Background: an optimization exercise with open tools, aiming at small area and few clock cycles per item. Do not read the settings as production practice.
In this exercise RTL edits were held to simulation tests only and were not proved equivalent to the original.
No activity file was given, so power comes from the tool's default toggle rates.

Setup of run 3:
Design rocket_recovery_sequencer, start of the top module:
module rocket_recovery_sequencer (
  input  logic           clk,
  input  logic           rst,
  input  logic           s_axis_tvalid,
  output logic           s_axis_tready,
  input  logic [111:0]   s_axis_tdata,
  output logic           m_axis_tvalid,
  input  logic           m_axis_tready,
  output logic [31:0]    m_axis_tdata,
  input  logic           cfg_valid,
  output logic           cfg_ready,
  input  logic [2:0]     cfg_index,
  input  logic [19:0]    cfg_data
);
  localparam logic [2:0] ST_READY     = 3'd1;
  localparam logic [2:0] ST_ASCENDING = 3'd2;
  localparam logic [2:0] ST_DROGUE    = 3'd3;
  localparam logic [2:0] ST_MAIN      = 3'd4;
  localparam logic [2:0] ST_LANDED    = 3'd5;
  localparam logic [1:0] CH_READY    = 2'd0;
  localparam logic [1:0] CH_IGNITING = 2'd1;
  localparam logic [1:0] CH_DONE     = 2'd2;
  function automatic logic geq34(input logic [33:0] a, input logic [33:0] b, input logic cin);
    logic c;
    c = cin;
    for (int i = 0; i < 34; i++) begin
      c = (a[i] & ~b[i]) | ((a[i] | ~b[i]) & c);
    end
    geq34 = c;
  endfunction
  function automatic logic [33:0] add34(input logic [33:0] a, input logic [33:0] b,
                                        input logic cin);
    logic [33:0] p, g, gg, pp, c;
    p  = a ^ b;
    g  = a & b;
    gg = g;
    pp = p;
    gg[0] = g[0] | (p[0] & cin);
    for (int l = 0; l < 6; l++) begin
      for (int i = 0; i < 34; i++) begin
        if (((i + 1) % (2 << l)) == 0) begin
          gg[i] = gg[i] | (pp[i] & gg[i - (1 << l)]);
          pp[i] = pp[i] & pp[i - (1 << l)];
        end
      end
    end
    for (int l = 4; l >= 0; l--) begin
      for (int i = 0; i < 34; i++) begin
        if (i >= (3 << l) - 1 && ((i + 1) % (2 << l)) == (1 << l)) begin
  ...
==> flow/config.mk <==
export PLATFORM = sky130hd
export DESIGN_NAME = rocket_recovery_sequencer
export DESIGN_NICKNAME = rocket_recovery_sequencer
export VERILOG_FILES = /design/flow/design.v
export SDC_FILE = /design/flow/constraint.sdc
export NUM_CORES = 4
export LEC_CHECK = 0
export ABC_AREA = 1
export CAP_MARGIN = 20
export CORE_MARGIN = 2
export CORE_UTILIZATION = 40
export SLEW_MARGIN = 20
==> flow/constraint.sdc <==
create_clock -name core_clock -period 8.0 [get_ports {clk}]
set_input_delay 1.6000 -clock core_clock [delete_from_list [all_inputs] [get_ports {clk}]]
set_output_delay 1.6000 -clock core_clock [all_outputs]
set_load 0.01 [all_outputs]
run.sh (not shown) runs the stock make flow with config.mk's settings and CLKGATE_MAP_FILE= SYNTH_SCRIPT=/design/flow/synth_recipe.tcl, a recipe that flattens the netlist after the stock synthesis.
Having completed the whole flow, run 3 delivered a layout that passed the timing, DRC and antenna checks.
Testbench counts of run 3, summed over its fixed seeds: cycles 16,016, items 16,000.
What run 5 does differently from run 3 at the input level:
==> flow/flow/run.sh (new file) <==
#!/bin/bash
set -euo pipefail
export BUFFER_PORTS_ARGS="-buffer_cell sky130_fd_sc_hd__buf_1"
export RECOVER_POWER=100
bash standard.sh > standard_flow.log 2>&1
==> flow/standard.sh (new file) <==
#!/bin/bash
# synth_recipe.tcl (not shown) runs the flow's synth.tcl, then flattens the netlist and writes it again
# the make line also repeats each setting of config.mk as NAME=value (left out here)
make -C /OpenROAD-flow-scripts/flow DESIGN_CONFIG=/design/flow/config.mk WORK_HOME=/design/flow/orfs CLKGATE_MAP_FILE= SYNTH_SCRIPT=/design/flow/synth_recipe.tcl "${@:-finish}"
--- a/flow/config.mk
+++ b/flow/config.mk
@@ -11,2 +11,3 @@
 export CORE_UTILIZATION = 40
+export CTS_BUF_LIST = sky130_fd_sc_hd__clkbuf_4
 export SLEW_MARGIN = 20
removed: flow/run.sh
[summary]
No crash in run 5: every stage finished, but the layout fails its final checks due to max-capacitance violations, max-slew violations.
Relative to run 3, the routability-driven placement congestion ratio measured on run 5 has decreased by a few percent.
Going from run 3 to run 5, instance count on the critical path lost 3, fmax picked up an extra 1.5%, clock share of power lost 2.0 points.
When run 5 is measured against run 3, its number of buffers outside the clock class in the layout turns out 3 higher.
Taking run 3 as the reference, in run 5 count of non-filler cells in the finished layout went up 4.6%; smallest setup slack after layout higher.
Run 3 → run 5: met2 usage in global routing lost 0.29 points; routed wire length picked up an extra 0.86%; post-route minimum period lost 100 ps; first-pass GRT wire length neither gained nor lost much.

-- port drivers added, routing unchanged --
In the flow no input, the clock included, has a driving cell. The finished layouts below were timed again as built, in two steps. Step 1, drivers: a clkbuf_16 drives clk and a buf_2 each remaining input, both assumed. Step 2 moves the port delays by t, midway between the first and last clock arrival at a register: inputs arrive t later, outputs are due t later. That takes back most of the time a late clock gives input paths. Slacks: ideal / step 1 / step 2; pairs: ideal / step 1.
| run | t, ns | setup slack, ns | hold slack, ns | worst setup path after step 2 | worst register clock-pin slew, ns |
|---|---|---|---|---|---|
| run 3 | 0.661 | 0.741 / 0.701 / 0.108 | 0.417 / 0.417 / 0.417 | input to register | 0.07 / 0.07 |
| run 5 | 1.002 | 0.845 / 0.794 / 0.365 | 0.397 / 0.397 / 0.397 | input to register | 0.07 / 0.07 |
The setup slack of run 3, which loses most, moves by -0.040 ns with the drivers and by -0.633 ns with both steps.
